Background: an optimization exercise with open tools, aiming at a short achievable clock period and few clock cycles per item. Do not read the settings as production practice.
In this exercise RTL edits were held to simulation tests only and were not proved equivalent to the original.
Power figures rest on the tool's default switching activity, not on a simulated workload.

==> flow/design.v (excerpt) <==
module bsr_scheduler
#(
    parameter int BLOCK_DIM = 8   
) (
    input  wire logic        clk_gated,
    input  wire logic        rst_n,
    input  wire logic        start,
    input  wire logic [15:0] cfg_num_block_rows,
    output logic             meta_rd_en,
    output bsr_format_pkg::meta_req_t meta_req,
    input  wire logic [31:0] meta_rd_data,
    input  wire logic        meta_rd_valid,
    output logic             block_rd_en,
    output logic [31:0]      block_rd_addr,
    input  wire logic [7:0]  block_rd_data,
    output logic             systolic_valid,
    output logic [8*BLOCK_DIM*BLOCK_DIM-1:0] systolic_block,
    output bsr_sched_pkg::block_pos_t systolic_pos,
    input  wire logic        systolic_ready,
    input  wire logic        systolic_done,
    output logic             busy,
    output logic             done,
    output logic [31:0]      blocks_processed
);
For scale: ~1,700 cells after synthesis, about 910 flip-flops, roughly 690 I/O pins, about 30,000 um^2 of cells after synthesis.
==> flow/config.mk <==
export PLATFORM = sky130hd
export DESIGN_NAME = bsr_scheduler
export DESIGN_NICKNAME = bsr_scheduler
export VERILOG_FILES = /design/flow/design.v
export SDC_FILE = /design/flow/constraint.sdc
export NUM_CORES = 4
export LEC_CHECK = 0
export CAP_MARGIN = 20
export CORE_MARGIN = 2
export CORE_UTILIZATION = 35
export CTS_CLUSTER_DIAMETER = 80
export CTS_CLUSTER_SIZE = 20
export PLACE_DENSITY = 0.55
export SETUP_SLACK_MARGIN = 2.2
export SLEW_MARGIN = 20
==> flow/constraint.sdc <==
create_clock -name core_clock -period 4.0 [get_ports {clk_gated}]
set_input_delay 0.8000 -clock core_clock [delete_from_list [all_inputs] [get_ports {clk_gated}]]
set_output_delay 0.8000 -clock core_clock [all_outputs]
set_load 0.01 [all_outputs]
run.sh (not shown) runs the stock make flow with config.mk's settings and CLKGATE_MAP_FILE= SYNTH_SCRIPT=/design/flow/synth_recipe.tcl, a recipe that flattens the netlist after the stock synthesis.
Testbench counts at the start, summed over its fixed seeds: cycles 56,319, items 858.
Change:
--- a/flow/design.v
+++ b/flow/design.v
@@ -307,21 +307,21 @@
         end
     end
     assign block_rd_addr = {10'd0, jr_q, kr_q};
     always_ff @(posedge clk_gated or negedge rst_n) begin
         if (!rst_n) begin
             srun        <= 1'b0;
             block_rd_en <= 1'b0;
             v1          <= 1'b0;
             l1          <= 1'b0;
         end else begin
-            v1          <= rd & ~drop;   
+            v1          <= rd & srun & ~drop;   
             l1          <= rd & (kr_c == KLAST);
             block_rd_en <= rd_x;
             if (run_start | stop) begin
                 srun <= 1'b0;
             end else if (sgo) begin
                 srun <= 1'b1;
             end
         end
     end
     always_ff @(posedge clk_gated) begin
What happened: The new run completed with no timing, DRC or antenna violations; worst setup slack loses 27 ps; die area stays flat; first-iteration DRC count drops by 7.6%; utilization climbs by 0.31 points; clock skew drops by 5.3 ps.
Testbench counts after the change, summed over its fixed seeds: cycles 56,319, items 858.

---

07-23:
The RTL this note starts from:
==> flow/design.v <==
`default_nettype none
package bsr_format_pkg;
    typedef enum logic [1:0] {
        META_ROW_PTR = 2'd0,   
        META_COL_IDX = 2'd1    
    } meta_kind_e;
    parameter int META_ADDR_W = 8;    
    parameter int BLK_IDX_W   = 16;   
    parameter int BLK_POS_W   = 16;   
    typedef struct packed {
        meta_kind_e             kind;   
        logic [META_ADDR_W-1:0] addr;   
    } meta_req_t;
endpackage
`default_nettype wire
`default_nettype none
package bsr_sched_pkg;
    typedef enum logic [3:0] {
        IDLE        = 4'd0,    
        ROW_PTR_LO  = 4'd1,    
        ROW_PTR_HI  = 4'd2,    
        CHECK_EMPTY = 4'd3,    
        COL_IDX     = 4'd4,    
        LOAD        = 4'd5,    
        OFFER       = 4'd6,    
        WAIT_DONE   = 4'd7,    
        NEXT_BLOCK  = 4'd8,    
        NEXT_ROW    = 4'd9,    
        FINISH      = 4'd10    
    } sched_state_e;
    typedef struct packed {
        logic [15:0] row;   
        logic [15:0] col;   
    } block_pos_t;
endpackage
`default_nettype wire
`default_nettype none
import bsr_format_pkg::*;
import bsr_sched_pkg::*;
module bsr_scheduler
#(
    parameter int BLOCK_DIM = 8   
) (
    input  wire logic        clk_gated,
    input  wire logic        rst_n,
    input  wire logic        start,
    input  wire logic [15:0] cfg_num_block_rows,
    output logic             meta_rd_en,
    output bsr_format_pkg::meta_req_t meta_req,
    input  wire logic [31:0] meta_rd_data,
    input  wire logic        meta_rd_valid,
    output logic             block_rd_en,
    output logic [31:0]      block_rd_addr,
    input  wire logic [7:0]  block_rd_data,
    output logic             systolic_valid,
    output logic [8*BLOCK_DIM*BLOCK_DIM-1:0] systolic_block,
    output bsr_sched_pkg::block_pos_t systolic_pos,
    input  wire logic        systolic_ready,
    input  wire logic        systolic_done,
    output logic             busy,
    output logic             done,
    output logic [31:0]      blocks_processed
);
    localparam int NBYTES = BLOCK_DIM * BLOCK_DIM;
    localparam int CNT_W  = $clog2(NBYTES);
    localparam logic [CNT_W-1:0] KLAST = CNT_W'(NBYTES - 1);
    localparam int MS_RP0  = 0;   
    localparam int MS_RP   = 1;   
    localparam int MS_CHKA = 2;   
    localparam int MS_CHK  = 3;   
    localparam int MS_COL  = 4;   
    localparam int MS_NROW = 5;   
    localparam int MS_END  = 6;   
    localparam int MS_N    = 7;
    logic            run_start;   
    logic            hand;        
    logic [MS_N-1:0] ms;
    logic            q0v, q1v;    
    logic            pop;         
    logic            nbusy;       
    logic            vld_i;       
    assign run_start = start & nbusy;
    assign hand      = vld_i & systolic_ready;
    logic [15:0] num_rows;
    logic        abusy;   
    logic        fin;     
    logic        busy_n;
    logic        done_n;
    assign fin = ~nbusy & ms[MS_END] & ~q0v & ~vld_i & (~abusy | systolic_done);
    always_comb begin
        busy_n = ~nbusy;
        done_n = done;
        if (run_start) begin
            busy_n = (cfg_num_block_rows != 16'd0);
            done_n = (cfg_num_block_rows == 16'd0);   
        end else if (fin) begin
            busy_n = 1'b0;
            done_n = 1'b1;
        end
    end
    always_ff @(posedge clk_gated or negedge rst_n) begin
        if (!rst_n) begin
            busy   <= 1'b0;
            nbusy  <= 1'b1;
            done   <= 1'b0;
            abusy  <= 1'b0;
        end else begin
            busy   <= busy_n;
            nbusy  <= ~busy_n;
            done <= done_n;
            if (run_start) begin
                abusy <= 1'b0;
            end else if (hand) begin
                abusy <= 1'b1;
            end else if (systolic_done) begin
                abusy <= 1'b0;
            end
        end
    end
    always_ff @(posedge clk_gated) begin
        if (run_start) begin
            num_rows <= cfg_num_block_rows;
        end
    end
    logic [7:0] bp_lo_n, bp_hi_n;   
    logic [7:0] bp_lo_x, bp_hi_x;   
    logic       bp_c;
    assign bp_lo_x = run_start ? 8'd0 : ~bp_lo_n + {7'd0, hand};
    assign bp_hi_x = run_start ? 8'd0 : ~bp_hi_n + {7'd0, bp_c};
    assign blocks_processed[31:16] = 16'd0;
    always_ff @(posedge clk_gated or negedge rst_n) begin
        if (!rst_n) begin
            blocks_processed[15:0] <= '0;
            bp_lo_n                <= '1;
            bp_hi_n                <= '1;
            bp_c                   <= 1'b0;
        end else begin
            blocks_processed[15:0] <= {bp_hi_x, bp_lo_x};
            bp_lo_n                <= ~bp_lo_x;
            bp_hi_n                <= ~bp_hi_x;
            bp_c                   <= ~run_start & hand & (bp_lo_n == 8'h00);
        end
    end
    logic            pending;     
    logic            mv_q;        
    logic [15:0]     md_q;        
    logic [15:0]     r;           
    logic [15:0]     rn;          
    logic [15:0]     rn1;         
    logic [15:0]     rend;        
    logic [15:0]     jm;          
    logic [15:0]     jm1;         
    logic            j_eq;        
    logic            r_eq;        
    logic            push;        
    logic            go_row0;     
    logic            go_rp;       
    logic            go_col;      
    logic [MS_N-1:0] ms_n;
    logic [9:0]      mreq_n;      
    logic [9:0]      mreq_x;      
    assign push    = ms[MS_COL] & mv_q;
    assign go_row0 = run_start & (cfg_num_block_rows != 16'd0);
    assign go_col  = ms[MS_CHK] & ~j_eq & ~q1v;
    assign go_rp   = (ms[MS_RP0] & mv_q) | (ms[MS_NROW] & ~r_eq);
    always_comb begin
        ms_n          = ms;
        ms_n[MS_RP0]  = ms[MS_RP0] & ~mv_q;
        ms_n[MS_RP]   = (ms[MS_RP] & ~mv_q) | go_rp;
        ms_n[MS_CHKA] = (ms[MS_RP] | ms[MS_COL]) & mv_q;
        ms_n[MS_CHK]  = ms[MS_CHKA] | (ms[MS_CHK] & ~j_eq & q1v);
        ms_n[MS_COL]  = (ms[MS_COL] & ~mv_q) | go_col;
        ms_n[MS_NROW] = ms[MS_CHK] & j_eq;
        ms_n[MS_END]  = ms[MS_END] | (ms[MS_NROW] & r_eq);
        if (run_start) begin
            ms_n         = '0;
            ms_n[MS_RP0] = go_row0;
        end
    end
    always_comb begin
        mreq_x = ~mreq_n;
        if (run_start) begin
            mreq_x = {META_ROW_PTR, 8'd0};
        end else if (ms[MS_RP0] & mv_q) begin
            mreq_x = {META_ROW_PTR, 8'd1};
        end else if (ms[MS_CHK]) begin
            mreq_x = {META_COL_IDX, jm[META_ADDR_W-1:0]};
        end else if (ms[MS_NROW]) begin
            mreq_x = {META_ROW_PTR, rn1[META_ADDR_W-1:0]};
        end
    end
    always_ff @(posedge clk_gated or negedge rst_n) begin
        if (!rst_n) begin
            ms         <= '0;
            pending    <= 1'b0;
            mv_q       <= 1'b0;
            meta_rd_en <= 1'b0;
        end else begin
            ms         <= ms_n;
            mv_q       <= pending & meta_rd_valid;
            meta_rd_en <= go_row0 | go_rp | go_col;
            pending    <= go_row0 | go_rp | go_col | (pending & ~meta_rd_valid);
        end
    end
    always_ff @(posedge clk_gated) begin
        md_q     <= meta_rd_data[15:0];
        jm1      <= jm + 16'd1;
        rn1      <= rn + 16'd1;
        j_eq     <= (jm == rend);
        r_eq     <= (rn == num_rows);
        meta_req <= mreq_x;
        mreq_n   <= ~mreq_x;
        if (ms[MS_RP0] & mv_q) begin
            jm <= md_q;
            r  <= '0;
            rn <= 16'd1;
        end
        if (ms[MS_RP] & mv_q) begin
            rend <= md_q;
        end
        if (push) begin
            jm <= jm1;
        end
        if (ms[MS_NROW]) begin
            r  <= rn;
            rn <= rn1;
        end
    end
    logic [31:0] q0, q1;
    always_ff @(posedge clk_gated or negedge rst_n) begin
        if (!rst_n) begin
            q0v <= 1'b0;
            q1v <= 1'b0;
        end else if (run_start) begin
            q0v <= 1'b0;
            q1v <= 1'b0;
        end else if (push & ~pop) begin
            q0v <= 1'b1;
            q1v <= q0v;
        end else if (pop & ~push) begin
            q0v <= q1v;
            q1v <= 1'b0;
        end
    end
    always_ff @(posedge clk_gated) begin
        if (push & (pop ? ~q1v : ~q0v)) begin
            q0 <= {r, md_q};
        end else if (pop) begin
            q0 <= q1;
        end
        if (push) begin
            q1 <= {r, md_q};
        end
    end
    logic             srun;     
    logic             rd;       
    logic             rd_x;     
    logic [15:0]      jr_n;     
    logic [15:0]      jr_c;     
    logic [15:0]      jr_x;
    logic [15:0]      jr1;      
    logic [CNT_W-1:0] kr_n;     
    logic [CNT_W-1:0] kr_c;     
    logic [CNT_W-1:0] kr_x;
    logic [15:0]      jr_q;     
    logic [CNT_W-1:0] kr_q;
    logic [CNT_W-1:0] k1;       
    logic             v1;       
    logic             l1;       
    logic             acc;      
    logic             drop;     
    logic             sgo;      
    logic             stop;
    logic [31:0]      pos_n;    
    logic [31:0]      pos_x;
    assign jr_c = ~jr_n;
    assign kr_c = ~kr_n;
    assign acc  = ~vld_i | systolic_ready;
    assign drop = v1 & ~acc;
    assign pop  = v1 & l1;   
    assign stop = ms[MS_END] & ~q0v;
    assign sgo  = ms[MS_RP0] & pending & meta_rd_valid;
    logic last_x;   
    assign last_x = rd ? (kr_c == KLAST - 1'b1) : (kr_c == KLAST);
    always_comb begin
        kr_x = kr_c;
        jr_x = jr_c;
        if (sgo) begin
            kr_x = '0;
            jr_x = meta_rd_data[15:0];
        end else begin
            if (drop) begin
                kr_x = k1;
            end else if (rd) begin
                kr_x = kr_c + 1'b1;
            end
            if (rd & (kr_c == KLAST)) begin
                jr_x = jr1;
            end
        end
        if (run_start | stop) begin
            rd_x = 1'b0;
        end else if (sgo) begin
            rd_x = 1'b1;
        end else begin
            rd_x = srun & (drop | ~last_x | q0v);
        end
    end
    assign block_rd_addr = {10'd0, jr_q, kr_q};
    always_ff @(posedge clk_gated or negedge rst_n) begin
        if (!rst_n) begin
            srun        <= 1'b0;
            block_rd_en <= 1'b0;
            v1          <= 1'b0;
            l1          <= 1'b0;
        end else begin
            v1          <= rd & srun & ~drop;   
            l1          <= rd & (kr_c == KLAST);
            block_rd_en <= rd_x;
            if (run_start | stop) begin
                srun <= 1'b0;
            end else if (sgo) begin
                srun <= 1'b1;
            end
        end
    end
    always_ff @(posedge clk_gated) begin
        rd   <= rd_x;   
        jr1  <= jr_c + 16'd1;
        k1   <= kr_c;
        jr_q <= jr_x;
        jr_n <= ~jr_x;
        kr_q <= kr_x;
        kr_n <= ~kr_x;
        for (int b = 0; b < NBYTES; b++) begin
            if (v1 & acc & (k1 == CNT_W'(b))) begin
                systolic_block[8*b +: 8] <= block_rd_data;   
            end
        end
        systolic_pos <= pos_x;
        pos_n        <= ~pos_x;
    end
    assign pos_x   = pop ? q0 : ~pos_n;
    always_ff @(posedge clk_gated or negedge rst_n) begin
        if (!rst_n) begin
            systolic_valid <= 1'b0;
            vld_i          <= 1'b0;
        end else begin
            systolic_valid <= pop | (systolic_valid & ~systolic_ready);
            vld_i          <= pop | (vld_i & ~systolic_ready);
        end
    end
endmodule
`default_nettype wire
==> flow/config.mk <==
export PLATFORM = sky130hd
export DESIGN_NAME = bsr_scheduler
export DESIGN_NICKNAME = bsr_scheduler
export VERILOG_FILES = /design/flow/design.v
export SDC_FILE = /design/flow/constraint.sdc
export NUM_CORES = 4
export LEC_CHECK = 0
export CAP_MARGIN = 20
export CORE_MARGIN = 2
export CORE_UTILIZATION = 35
export CTS_CLUSTER_DIAMETER = 60
export CTS_CLUSTER_SIZE = 20
export PLACE_DENSITY = 0.55
export SETUP_SLACK_MARGIN = 2.2
export SLEW_MARGIN = 20
==> flow/constraint.sdc <==
create_clock -name core_clock -period 4.0 [get_ports {clk_gated}]
set_input_delay 0.8000 -clock core_clock [delete_from_list [all_inputs] [get_ports {clk_gated}]]
set_output_delay 0.8000 -clock core_clock [all_outputs]
set_load 0.01 [all_outputs]
Testbench counts of 07-23, summed over its fixed seeds: cycles 56,319, items 858.
Modified inputs, 10-09 compared to 07-23
--- a/flow/design.v
+++ b/flow/design.v
@@ -315,5 +315,5 @@
             l1          <= 1'b0;
         end else begin
-            v1          <= rd & srun & ~drop;   
+            v1          <= rd & ~drop;   
             l1          <= rd & (kr_c == KLAST);
             block_rd_en <= rd_x;
Findings:
The final layout from 10-09, which completed every stage, passed the timing, DRC and antenna checks at the end of the flow. Between 10-09 and 07-23, it is 10-09 whose layout-stage area growth over the synthesis result is lower, by 0.94 points. Non-clock buffer count: 07-23 and 10-09 compared, higher one is 10-09. Any difference in die area between 07-23 and 10-09 is small enough to ignore. Taking 07-23 as the reference, in 10-09 clock group share of total power decreased 0.6 points, per-instance average area after synthesis decreased about 0.4%.
Testbench counts of 10-09, summed over its fixed seeds: cycles 56,319, items 858.

---

== the previous run ==
RTL: the design.v shown in full above, as it stands there.
==> flow/config.mk <==
export PLATFORM = sky130hd
export DESIGN_NAME = bsr_scheduler
export DESIGN_NICKNAME = bsr_scheduler
export VERILOG_FILES = /design/flow/design.v
export SDC_FILE = /design/flow/constraint.sdc
export NUM_CORES = 4
export LEC_CHECK = 0
export CAP_MARGIN = 20
export CORE_MARGIN = 2
export CORE_UTILIZATION = 35
export CTS_CLUSTER_DIAMETER = 60
export CTS_CLUSTER_SIZE = 20
export PLACE_DENSITY = 0.55
export SETUP_SLACK_MARGIN = 2.4
export SLEW_MARGIN = 20
==> flow/constraint.sdc <==
create_clock -name core_clock -period 4.0 [get_ports {clk_gated}]
set_input_delay 0.8000 -clock core_clock [delete_from_list [all_inputs] [get_ports {clk_gated}]]
set_output_delay 0.8000 -clock core_clock [all_outputs]
set_load 0.01 [all_outputs]
Testbench counts of the previous run, summed over its fixed seeds: cycles 56,319, items 858.
> inputs changed (the previous run -> the current run)
--- a/flow/design.v
+++ b/flow/design.v
@@ -312,11 +312,11 @@
             srun        <= 1'b0;
             block_rd_en <= 1'b0;
             v1          <= 1'b0;
             l1          <= 1'b0;
         end else begin
-            v1          <= rd & srun & ~drop;   
+            v1          <= rd & ~drop;   
             l1          <= rd & (kr_c == KLAST);
             block_rd_en <= rd_x;
             if (run_start | stop) begin
                 srun <= 1'b0;
             end else if (sgo) begin
==> results.txt <==
- For utilization after layout, the previous run and the current run come out practically identical.
- The current run — number of buffers inserted to repair setup after CTS 24% lower, the previous run as reference
- The lower area growth from synthesis to layout of the previous run and the current run is in the previous run.
- Summary: with the previous run as the reference, count of clock-buffer cells in the layout in the current run moved up by a few percent.
- Re number of ordinary and repair buffers in the finished layout: the current run is 11 down on the previous run.
- The effective utilization at floorplan was comparable across the previous run and the current run.
- On y dimension of the die, the current run tracks the previous run almost exactly.
- Sort the previous run and the current run by final hold slack asc -> top: the previous run
- Summary of the current run over the previous run: post-CTS resize count has decreased, post-layout instance area did not really move, part of the total power dissipated in the clock network shows a reduction of 0.4 points, cell leakage power went down, area enclosed by the die boundary neither gained nor lost much.
Testbench counts of the current run, summed over its fixed seeds: cycles 56,319, items 858.

==> what the ideal ports hide <==
Ports are ideal in the flow. The routed layouts listed here were re-timed in OpenROAD. Step 1, drivers: a clkbuf_16 drives clk_gated and a buf_2 each remaining input, both assumed. Step 2 adds t to the input delays and takes it off the output delays; t is the mean of the earliest and latest rising clock arrival at the registers after step 1. Input paths then give back, and output paths get back, about the clock's delay inside the block. Three values: ideal ports, drivers, drivers and shift; two values: the first two.
run	t, ns	setup WS [ns]	worst hold slack (ns)	worst setup path at the end	cell pins on the clock port's net
the first run of note 1	0.679	1.990 / 1.923 / 1.570	0.321 / 0.280 / 0.412	input to register	1
the second run of note 1	0.671	1.963 / 1.901 / 1.590	0.221 / 0.186 / 0.414	input to register	1
07-23	0.682	1.932 / 1.870 / 1.555	0.201 / 0.167 / 0.417	input to register	1
10-09	0.673	2.007 / 1.940 / 1.580	0.333 / 0.294 / 0.414	input to register	1
the previous run	0.669	1.985 / 1.922 / 1.494	0.200 / 0.161 / 0.403	input to register	1
the current run	0.681	1.931 / 1.864 / 1.539	0.283 / 0.242 / 0.427	input to register	1
After both steps every run listed still meets setup and hold. The setup slack of the previous run, which loses most, moves by -0.063 ns with the drivers and by -0.491 ns with both steps.
